This design comes from an exercise in tuning for small area, a short achievable clock period and few clock cycles per item on the open sky130 flow, not from production work. Function was checked by simulation only, so behaviour that the tests miss may differ from the original. Power is estimated from default activity; no workload was simulated.

==> build 4: inputs <==
==> flow/design.v <==
package alu_pkg;
  localparam logic [2:0] SHIFT_REG   = 3'b000;
  localparam logic [2:0] ARITH_LOGIC = 3'b001;
  localparam logic [2:0] MUL         = 3'b010;
  localparam logic [2:0] ADD  = 3'b000;
  localparam logic [2:0] HADD = 3'b001;
  localparam logic [2:0] SUB  = 3'b010;
  localparam logic [2:0] NOT  = 3'b011;
  localparam logic [2:0] AND  = 3'b100;
  localparam logic [2:0] OR   = 3'b101;
  localparam logic [2:0] XOR  = 3'b110;
  localparam logic [2:0] LHG  = 3'b111;
  localparam logic [2:0] SHRGHTART = 3'b011;
  localparam logic [2:0] MULHI = 3'b001;
endpackage
module alu_mul_seq (
  input  logic        clock,
  input  logic        init,     
  input  logic        step,     
  input  logic [31:0] a,        
  input  logic [7:0]  b,        
  input  logic [31:0] b_in,     
  output logic [7:0]  lo_in,    
  output logic [31:0] hi_a,
  output logic [31:0] hi_b
);
  localparam int AW = 42;                         
  localparam logic [31:0] UNBIAS = 32'h55555556;  
  logic [33:0] s_r, c_r;
  logic        bp_r;    
  logic        cy_r;    
  logic [8:0]    win;
  logic [33:0]   pp0, pp1, pp2, pp3;
  logic [AW-1:0] r0, r1, r2, r3, r4, r5;
  logic [AW-1:0] as, ac, bs, bc, cs, cc, ds, dc;
  logic [8:0]    low;
  logic [33:0]   neg_pre;
  assign win = {b, bp_r};
  function automatic logic [33:0] booth_pp(input logic [2:0] w, input logic [31:0] x);
    logic        neg, one, two;
    logic [33:0] sel;
    neg = w[2];
    one = w[0] ^ w[1];
    two = (w[2] & ~w[1] & ~w[0]) | (~w[2] & w[1] & w[0]);
    sel = ({34{one}} & {{2{x[31]}}, x}) | ({34{two}} & {x[31], x, 1'b0});
    sel = sel ^ {34{neg}};
    booth_pp = {~sel[33], sel[32:0]};
  endfunction
  assign pp0 = booth_pp(win[2:0], a);
  assign pp1 = booth_pp(win[4:2], a);
  assign pp2 = booth_pp(win[6:4], a);
  assign pp3 = booth_pp(win[8:6], a);
  assign r0 = AW'(s_r);
  assign r1 = AW'(c_r);
  assign r2 = AW'(pp0);
  assign r3 = AW'({pp1, 2'b00});
  assign r4 = AW'({pp2, 4'b0000});
  assign r5 = AW'({pp3, 6'b000000});
  assign as = r0 ^ r1 ^ r2;
  assign ac = ((r0 & r1) | (r0 & r2) | (r1 & r2)) << 1;
  assign bs = r3 ^ r4 ^ r5;
  assign bc = ((r3 & r4) | (r3 & r5) | (r4 & r5)) << 1;
  assign cs = as ^ ac ^ bs;
  assign cc = ((as & ac) | (as & bs) | (ac & bs)) << 1;
  assign ds = cs ^ cc ^ bc;
  assign dc = ((cs & cc) | (cs & bc) | (cc & bc)) << 1;
  assign low   = {1'b0, ds[7:0]} + {1'b0, dc[7:1], cy_r};
  assign lo_in = low[7:0];
  always_comb begin
    neg_pre = '0;
    for (int k = 0; k < 16; k++) neg_pre[2*k] = b_in[2*k+1];
  end
  always_ff @(posedge clock) begin
    if (init) begin
      s_r  <= neg_pre;
      c_r  <= '0;
      bp_r <= 1'b0;
      cy_r <= 1'b0;
    end else if (step) begin
      s_r  <= ds[AW-1:8];
      c_r  <= dc[AW-1:8];
      bp_r <= b[7];
      cy_r <= low[8];
    end
  end
  assign hi_a = s_r[31:0] ^ c_r[31:0] ^ UNBIAS;
  assign hi_b = {(s_r[30:0] & c_r[30:0]) | (s_r[30:0] & UNBIAS[30:0]) | (c_r[30:0] & UNBIAS[30:0]), cy_r};
endmodule
module alu_pipe #(
  parameter  int WIDTH = 32,
  localparam int SHW   = $clog2(WIDTH)
) (
  input  logic             clock,
  input  logic             reset,
  input  logic             in_valid,
  output logic             in_ready,
  input  logic [WIDTH-1:0] aluin1,
  input  logic [WIDTH-1:0] aluin2,
  input  logic [2:0]       opselect,
  input  logic [2:0]       operation,
  input  logic [SHW-1:0]   shift_number,
  output logic             out_valid,
  input  logic             out_ready,
  output logic [WIDTH-1:0] aluout,
  output logic             carryout,
  output logic             overflow,
  output logic             zero,
  output logic             illegal
);
  logic        r_valid;
  logic [31:0] r_a, r_b;
  logic [2:0]  r_op;
  logic [4:0]  r_n;
  logic        r_arith, r_hadd, r_sub, r_logic, r_shift, r_mul, r_ill;
  logic [2:0]  cnt_r;
  logic        d_sel_al, d_shift, d_mul;
  logic        in_fire_s, out_free_s, r_leave_s, fin_s, step_s;
  logic [7:0]  lo_in;
  logic [31:0] m_hi_a, m_hi_b;
  assign d_sel_al = (opselect == alu_pkg::ARITH_LOGIC);
  assign d_shift  = (opselect == alu_pkg::SHIFT_REG) && !(operation[2] && operation[1]);
  assign d_mul    = (opselect == alu_pkg::MUL) && (operation[2:1] == 2'b00);
  assign fin_s      = r_mul && cnt_r[2];
  assign step_s     = r_valid && r_mul && !cnt_r[2];
  assign out_free_s = !out_valid || out_ready;
  assign r_leave_s  = r_valid && (!r_mul || cnt_r[2]) && out_free_s;
  assign in_ready   = !r_valid || r_leave_s;
  assign in_fire_s  = in_valid && in_ready;
  always_ff @(posedge clock or posedge reset) begin
    if (reset) begin
      r_valid <= 1'b0;
    end else if (in_ready) begin
      r_valid <= in_valid;
    end
  end
  always_ff @(posedge clock) begin
    if (in_fire_s) begin
      r_a     <= aluin1;
      r_op    <= operation;
      r_n     <= shift_number;
      r_arith <= d_sel_al && (operation == alu_pkg::ADD || operation == alu_pkg::HADD ||
                              operation == alu_pkg::SUB);
      r_hadd  <= d_sel_al && (operation == alu_pkg::HADD);
      r_sub   <= d_sel_al && (operation == alu_pkg::SUB);
      r_logic <= d_sel_al && (operation[2] || operation[1:0] == 2'b11);
      r_shift <= d_shift;
      r_mul   <= d_mul;
      r_ill   <= !(d_sel_al || d_shift || d_mul);
    end
    if (in_fire_s) begin
      r_b <= aluin2;
    end else if (step_s) begin
      r_b <= {lo_in, r_b[31:8]};
    end
    if (in_fire_s) begin
      cnt_r <= 3'd0;
    end else if (step_s) begin
      cnt_r <= cnt_r + 3'd1;
    end
  end
  alu_mul_seq u_mul (
    .clock (clock),
    .init  (in_fire_s),
    .step  (step_s),
    .a     (r_a),
    .b     (r_b[7:0]),
    .b_in  (aluin2),
    .lo_in (lo_in),
    .hi_a  (m_hi_a),
    .hi_b  (m_hi_b)
  );
  logic [31:0] op_a, op_b, sum;
  logic        c32, cy_ar, ov_ar, z_ar, z_hi, z_hi1;
  always_comb begin
    if (r_mul) begin
      op_a = m_hi_a;
      op_b = m_hi_b;
    end else begin
      op_a = {r_hadd ? {16{r_a[15]}} : r_a[31:16], r_a[15:0]};
      op_b = {r_hadd ? {16{r_b[15]}} : (r_b[31:16] ^ {16{r_sub}}), r_b[15:0] ^ {16{r_sub}}};
    end
  end
  assign {c32, sum} = {1'b0, op_a} + {1'b0, op_b} + {32'd0, r_sub};
  assign cy_ar = r_hadd ? (sum[16] ^ op_a[16] ^ op_b[16]) : (c32 ^ r_sub);
  assign ov_ar = !r_hadd && (op_a[31] == op_b[31]) && (sum[31] != op_a[31]);
  assign z_ar  = &(~(op_a ^ op_b ^ {op_a[30:0] | op_b[30:0], r_sub}));
  assign z_hi  = &(~(m_hi_a ^ m_hi_b ^ {m_hi_a[30:0] | m_hi_b[30:0], 1'b0}));
  assign z_hi1 = &(~(m_hi_a ^ m_hi_b ^ {m_hi_a[30:0] | m_hi_b[30:0], 1'b1}));
  logic [31:0] lres;
  always_comb begin
    case (r_op)
      alu_pkg::NOT: lres = ~r_a;
      alu_pkg::AND: lres = r_a & r_b;
      alu_pkg::OR:  lres = r_a | r_b;
      alu_pkg::XOR: lres = r_a ^ r_b;
      alu_pkg::LHG: lres = {r_b[15:0], 16'h0000};
      default:      lres = 32'd0;
    endcase
  end
  logic        left, sra;
  logic [4:0]  m;
  logic [31:0] s0, s1, s2, s3, rot, mask_l, mask_r, keep, zkeep, sres;
  logic        cy_sh, z_sh;
  assign left  = r_op[2] ? !r_op[0] : !r_op[1];
  assign sra   = (r_op == alu_pkg::SHRGHTART) && r_a[31];
  assign m     = left ? (5'd0 - r_n) : r_n;
  assign s0    = m[0] ? {r_a[0],   r_a[31:1]} : r_a;
  assign s1    = m[1] ? {s0[1:0],  s0[31:2]}  : s0;
  assign s2    = m[2] ? {s1[3:0],  s1[31:4]}  : s1;
  assign s3    = m[3] ? {s2[7:0],  s2[31:8]}  : s2;
  assign rot   = m[4] ? {s3[15:0], s3[31:16]} : s3;
  always_comb begin
    for (int i = 0; i < 32; i++) begin
      mask_l[i]      = (5'(i) >= r_n);
      mask_r[31 - i] = (5'(i) >= r_n);
    end
  end
  assign keep  = r_op[2] ? 32'hFFFFFFFF : (left ? mask_l : mask_r);
  assign zkeep = r_op[2] ? 32'hFFFFFFFF : (left ? mask_r : mask_l);
  assign sres  = (rot & keep) | ({32{sra}} & ~keep);
  assign cy_sh = (r_n != 5'd0) && (left ? rot[0] : rot[31]);
  assign z_sh  = !(|(r_a & zkeep));
  logic [31:0] res_s;
  logic        cy_s, ov_s, z_s;
  always_comb begin
    res_s = 32'd0;
    cy_s  = 1'b0;
    ov_s  = 1'b0;
    z_s   = 1'b1;
    if (r_mul) begin
      res_s = r_op[0] ? sum : r_b;
      ov_s  = !r_op[0] && !(r_b[31] ? z_hi1 : z_hi);
      z_s   = r_op[0] ? z_hi : !(|r_b);
    end else if (r_arith) begin
      res_s = sum;
      cy_s  = cy_ar;
      ov_s  = ov_ar;
      z_s   = z_ar;
    end else if (r_logic) begin
      res_s = lres;
      z_s   = !(|lres);
    end else if (r_shift) begin
      res_s = sres;
      cy_s  = cy_sh;
      z_s   = z_sh;
    end
  end
  always_ff @(posedge clock or posedge reset) begin
    if (reset) begin
      out_valid <= 1'b0;
    end else if (out_free_s) begin
      out_valid <= r_leave_s;
    end
  end
  always_ff @(posedge clock) begin
    if (r_leave_s) begin
      aluout   <= res_s;
      carryout <= cy_s;
      overflow <= ov_s;
      zero     <= z_s;
      illegal  <= r_ill;
    end
  end
endmodule
==> flow/run.sh <==
#!/bin/bash
# synth_recipe.tcl (not shown) runs the flow's synth.tcl, then flattens the netlist and writes it again
# the make line also repeats each setting of config.mk as NAME=value (left out here)
make -C /OpenROAD-flow-scripts/flow DESIGN_CONFIG=/design/flow/config.mk WORK_HOME=/design/flow/orfs CLKGATE_MAP_FILE= SYNTH_SCRIPT=/design/flow/synth_recipe.tcl finish
==> flow/config.mk <==
export PLATFORM = sky130hd
export DESIGN_NAME = alu_pipe
export DESIGN_NICKNAME = alu_pipe
export VERILOG_FILES = /design/flow/design.v
export SDC_FILE = /design/flow/constraint.sdc
export NUM_CORES = 4
export LEC_CHECK = 0
export CAP_MARGIN = 20
export CORE_MARGIN = 2
export CORE_UTILIZATION = 30
export SLEW_MARGIN = 20
==> flow/constraint.sdc <==
create_clock -name core_clock -period 6.0 [get_ports {clock}]
set_input_delay 1.2000 -clock core_clock [delete_from_list [all_inputs] [get_ports {clock}]]
set_output_delay 1.2000 -clock core_clock [all_outputs]
set_load 0.01 [all_outputs]
==> trial 19: changes against build 4 <==
==> flow/design.v, changed modules only <==
module alu_mul_seq (
  input  logic        clock,
  input  logic        idle,     
  input  logic        step,     
  input  logic [31:0] a,        
  input  logic [15:7] b,        
  input  logic [31:0] b_in,     
  output logic [7:0]  lo_in,    
  output logic [31:0] hi_a,
  output logic [31:0] hi_b
);
  localparam int AW = 42;                         
  localparam logic [31:0] UNBIAS = 32'h55555556;  
  logic [33:0] s_r, c_r;
  logic [7:0]  ls_r, lc_r;        
  logic [3:0]  one_r, two_r, neg_r;
  logic [3:0]    one_n, two_n, neg_n;
  logic [33:0]   pp [4];
  logic [AW-1:0] r0, r1, r2, r3, r4, r5;
  logic [AW-1:0] as, ac, bs, bc, cs, cc, ds, dc;
  logic [8:0]    low;
  logic [33:0]   neg_pre;
  logic [8:0]    win_n;
  assign win_n = idle ? {b_in[7:0], 1'b0} : b[15:7];
  always_comb begin
    for (int t = 0; t < 4; t++) begin
      neg_n[t] = win_n[2*t+2];
      one_n[t] = win_n[2*t] ^ win_n[2*t+1];
      two_n[t] = (win_n[2*t+2] & ~win_n[2*t+1] & ~win_n[2*t]) |
                 (~win_n[2*t+2] & win_n[2*t+1] & win_n[2*t]);
    end
  end
  always_comb begin
    for (int t = 0; t < 4; t++) begin
      logic [33:0] sel;
      sel = ({34{one_r[t]}} & {{2{a[31]}}, a}) | ({34{two_r[t]}} & {a[31], a, 1'b0});
      sel = sel ^ {34{neg_r[t]}};
      pp[t] = {~sel[33], sel[32:0]};
    end
  end
  assign r0 = AW'(s_r);
  assign r1 = AW'(c_r);
  assign r2 = AW'(pp[0]);
  assign r3 = AW'({pp[1], 2'b00});
  assign r4 = AW'({pp[2], 4'b0000});
  assign r5 = AW'({pp[3], 6'b000000});
  assign as = r0 ^ r1 ^ r2;
  assign ac = ((r0 & r1) | (r0 & r2) | (r1 & r2)) << 1;
  assign bs = r3 ^ r4 ^ r5;
  assign bc = ((r3 & r4) | (r3 & r5) | (r4 & r5)) << 1;
  assign cs = as ^ ac ^ bs;
  assign cc = ((as & ac) | (as & bs) | (ac & bs)) << 1;
  assign ds = cs ^ cc ^ bc;
  assign dc = ((cs & cc) | (cs & bc) | (cc & bc)) << 1;
  assign low   = {1'b0, ls_r} + {1'b0, lc_r};
  assign lo_in = low[7:0];
  always_comb begin
    neg_pre = '0;
    for (int k = 0; k < 16; k++) neg_pre[2*k] = b_in[2*k+1];
  end
  always_ff @(posedge clock) begin
    if (idle) begin
      s_r   <= neg_pre;
      c_r   <= '0;
      ls_r  <= '0;
      lc_r  <= '0;
      one_r <= one_n;
      two_r <= two_n;
      neg_r <= neg_n;
    end else if (step) begin
      s_r   <= ds[AW-1:8];
      c_r   <= dc[AW-1:8];
      ls_r  <= ds[7:0];
      lc_r  <= {dc[7:1], low[8]};
      one_r <= one_n;
      two_r <= two_n;
      neg_r <= neg_n;
    end
  end
  assign hi_a = s_r[31:0] ^ c_r[31:0] ^ UNBIAS;
  assign hi_b = {(s_r[30:0] & c_r[30:0]) | (s_r[30:0] & UNBIAS[30:0]) | (c_r[30:0] & UNBIAS[30:0]),
                 low[8]};
endmodule
module alu_pipe #(
  parameter  int WIDTH = 32,
  localparam int SHW   = $clog2(WIDTH)
) (
  input  logic             clock,
  input  logic             reset,
  input  logic             in_valid,
  output logic             in_ready,
  input  logic [WIDTH-1:0] aluin1,
  input  logic [WIDTH-1:0] aluin2,
  input  logic [2:0]       opselect,
  input  logic [2:0]       operation,
  input  logic [SHW-1:0]   shift_number,
  output logic             out_valid,
  input  logic             out_ready,
  output logic [WIDTH-1:0] aluout,
  output logic             carryout,
  output logic             overflow,
  output logic             zero,
  output logic             illegal
);
  logic        r_valid;
  logic [31:0] r_a, r_b;      
  logic [2:0]  r_op;
  logic [4:0]  r_n;
  logic        r_arith, r_hadd, r_sub, r_logic, r_shift, r_mul, r_ill;
  logic [2:0]  cnt_r;
  logic        d_sel_al, d_shift, d_mul, d_hadd, d_sub;
  logic        in_fire_s, out_free_s, r_leave_s, mul_act_s, step_s;
  logic [7:0]  lo_in;
  logic [31:0] m_hi_a, m_hi_b;
  assign d_sel_al = (opselect == alu_pkg::ARITH_LOGIC);
  assign d_shift  = (opselect == alu_pkg::SHIFT_REG) && !(operation[2] && operation[1]);
  assign d_mul    = (opselect == alu_pkg::MUL) && (operation[2:1] == 2'b00);
  assign d_hadd   = d_sel_al && (operation == alu_pkg::HADD);
  assign d_sub    = d_sel_al && (operation == alu_pkg::SUB);
  assign mul_act_s  = r_valid && r_mul;
  assign step_s     = mul_act_s && !cnt_r[2];
  assign out_free_s = !out_valid || out_ready;
  assign r_leave_s  = r_valid && (!r_mul || cnt_r[2]) && out_free_s;
  assign in_ready   = !r_valid || r_leave_s;
  assign in_fire_s  = in_valid && in_ready;
  always_ff @(posedge clock or posedge reset) begin
    if (reset) begin
      r_valid <= 1'b0;
    end else if (in_ready) begin
      r_valid <= in_valid;
    end
  end
  always_ff @(posedge clock) begin
    if (in_fire_s) begin
      r_a     <= {d_hadd ? {16{aluin1[15]}} : aluin1[31:16], aluin1[15:0]};
      r_op    <= operation;
      r_n     <= shift_number;
      r_arith <= d_sel_al && (operation == alu_pkg::ADD || operation == alu_pkg::HADD ||
                              operation == alu_pkg::SUB);
      r_hadd  <= d_hadd;
      r_sub   <= d_sub;
      r_logic <= d_sel_al && (operation[2] || operation[1:0] == 2'b11);
      r_shift <= d_shift;
      r_mul   <= d_mul;
      r_ill   <= !(d_sel_al || d_shift || d_mul);
    end
    if (in_fire_s) begin
      r_b <= {d_hadd ? {16{aluin2[15]}} : (aluin2[31:16] ^ {16{d_sub}}), aluin2[15:0] ^ {16{d_sub}}};
    end else if (step_s) begin
      r_b <= {lo_in, r_b[31:8]};
    end
    if (in_fire_s) begin
      cnt_r <= 3'd0;
    end else if (step_s) begin
      cnt_r <= cnt_r + 3'd1;
    end
  end
  alu_mul_seq u_mul (
    .clock (clock),
    .idle  (in_ready),
    .step  (step_s),
    .a     (r_a),
    .b     (r_b[15:7]),
    .b_in  (aluin2),
    .lo_in (lo_in),
    .hi_a  (m_hi_a),
    .hi_b  (m_hi_b)
  );
  logic [31:0] op_a, op_b, sum, m_lo;
  logic [33:0] sum_x;
  logic        c32, cy_ar, ov_ar, m_fit;
  assign op_a = r_mul ? m_hi_a : r_a;
  assign op_b = r_mul ? m_hi_b : r_b;
  assign sum_x = {1'b0, op_a, 1'b1} + {1'b0, op_b, r_sub};
  assign sum   = sum_x[32:1];
  assign c32   = sum_x[33];
  assign cy_ar = r_hadd ? (sum[16] ^ op_a[16] ^ op_b[16]) : (c32 ^ r_sub);
  assign ov_ar = !r_hadd && (op_a[31] == op_b[31]) && (sum[31] != op_a[31]);
  assign m_lo  = {lo_in, r_b[31:8]};
  assign m_fit = &(~(m_hi_a ^ m_hi_b ^ {m_hi_a[30:0] | m_hi_b[30:0], m_lo[31]}));
  logic [31:0] lres;
  always_comb begin
    case (r_op)
      alu_pkg::NOT: lres = ~r_a;
      alu_pkg::AND: lres = r_a & r_b;
      alu_pkg::OR:  lres = r_a | r_b;
      alu_pkg::XOR: lres = r_a ^ r_b;
      alu_pkg::LHG: lres = {r_b[15:0], 16'h0000};
      default:      lres = 32'd0;
    endcase
  end
  logic        left, sra;
  logic [4:0]  m;
  logic [31:0] s0, s1, s2, s3, rot, mask_l, mask_r, keep, sres;
  logic        cy_sh;
  assign left  = r_op[2] ? !r_op[0] : !r_op[1];
  assign sra   = (r_op == alu_pkg::SHRGHTART) && r_a[31];
  assign m     = left ? (5'd0 - r_n) : r_n;
  assign s0    = m[0] ? {r_a[0],   r_a[31:1]} : r_a;
  assign s1    = m[1] ? {s0[1:0],  s0[31:2]}  : s0;
  assign s2    = m[2] ? {s1[3:0],  s1[31:4]}  : s1;
  assign s3    = m[3] ? {s2[7:0],  s2[31:8]}  : s2;
  assign rot   = m[4] ? {s3[15:0], s3[31:16]} : s3;
  always_comb begin
    for (int i = 0; i < 32; i++) begin
      mask_l[i]      = (5'(i) >= r_n);
      mask_r[31 - i] = (5'(i) >= r_n);
    end
  end
  assign keep  = r_op[2] ? 32'hFFFFFFFF : (left ? mask_l : mask_r);
  assign sres  = (rot & keep) | ({32{sra}} & ~keep);
  assign cy_sh = (r_n != 5'd0) && (left ? rot[0] : rot[31]);
  logic [31:0] res_s;
  logic        cy_s, ov_s;
  always_comb begin
    res_s = 32'd0;
    cy_s  = 1'b0;
    ov_s  = 1'b0;
    if (r_mul) begin
      res_s = r_op[0] ? sum : m_lo;
      ov_s  = !r_op[0] && !m_fit;
    end else if (r_arith) begin
      res_s = sum;
      cy_s  = cy_ar;
      ov_s  = ov_ar;
    end else if (r_logic) begin
      res_s = lres;
    end else if (r_shift) begin
      res_s = sres;
      cy_s  = cy_sh;
    end
  end
  assign zero = !(|aluout);
  always_ff @(posedge clock or posedge reset) begin
    if (reset) begin
      out_valid <= 1'b0;
    end else if (out_free_s) begin
      out_valid <= r_leave_s;
    end
  end
  always_ff @(posedge clock) begin
    if (r_leave_s) begin
      aluout   <= res_s;
      carryout <= cy_s;
      overflow <= ov_s;
      illegal  <= r_ill;
    end
  end
endmodule
--- a/flow/config.mk
+++ b/flow/config.mk
@@ -6,6 +6,8 @@
 export NUM_CORES = 4
 export LEC_CHECK = 0
+export ABC_AREA = 1
 export CAP_MARGIN = 20
 export CORE_MARGIN = 2
 export CORE_UTILIZATION = 30
+export SETUP_SLACK_MARGIN = 3
 export SLEW_MARGIN = 20
==> run summary <==
| quantity | trial 19 | build 4 |
|---|---|---|
| Result of the run | no timing/DRC/antenna violations | no timing/DRC/antenna violations |
| Number of instances resized during post-cts repair | 220 | 0 |
| Synth-to-Final Area Change | 25.1% | 10.0% |
| Footprint of the flip-flops and latches | 0.00562 mm^2 | 0.00505 mm^2 |
| Fraction of synthesized cell area in xor and xnor cells | 0.0678 | 0.0470 |
| Setup Skew | 0.0347 ns | 0.0243 ns |
| First-pass GRT wire length | 153 mm | 178 mm |
| Hold Path Stages | 2 | 0 |
| Sw Ratio | 0.535 | 0.569 |
| Die width | 286 um | 302 um |
| Met1 global-route usage | 0.350 | 0.358 |
| Comb_multi_in | 2437 | 2583 |
| Fin Hold WS | 0.471 ns | 0.427 ns |
| Diode insertion count for antenna repair | 1 | 0 |
| Fraction of final layout cells with drive strength greater than 1 | 0.161 | 0.0645 |
| Setup repair after global routing missed its margin | true | false |
| Tapcell count | 1050 | 1165 |
| Overall routed net length | 108 mm | 124 mm |
| Clock net power | 1.57 mW | 1.25 mW |
| Critical path data required time | 6.33 ns | 6.25 ns |
| Clock edge transition at the registers on the reported setup and hold paths | 0.06 ns | 0.09 ns |
| Routed met2 length | 44.8 mm | 52.7 mm |
Testbench counts of build 4, summed over its fixed seeds: cycles 47,732, ops 32,000.
Testbench counts of trial 19, summed over its fixed seeds: cycles 47,732, ops 32,000.

==> re-timing with driven ports <==
In the flow no input, the clock included, has a driving cell. The finished layouts below were timed again as built, in two steps. Step 1, drivers: a clkbuf_16 drives clock and a buf_2 each remaining input, both assumed. Step 2 times the ports against the registers' clock, not the clock port: input delays grow and output delays shrink by t, the midpoint of the rising clock arrivals with the driver on. a / b / c = ideal ports / drivers / drivers and shift; a / b = the first two.
run | t (ns) | slack for setup (ns) | clock arrival spread, ns | worst data-port slew with drivers (ns) | cell pins on the clock port's net
build 4 | 0.589 | 1.008 / 1.008 / 1.008 | 0.024 / 0.024 | 0.06 | 1
trial 19 | 0.657 | 2.609 / 2.609 / 2.507 | 0.035 / 0.035 | 0.05 | 1
After both steps every run listed still meets setup and hold. The setup slack of trial 19, which loses most, moves by 0.000 ns with the drivers and by -0.102 ns with both steps.
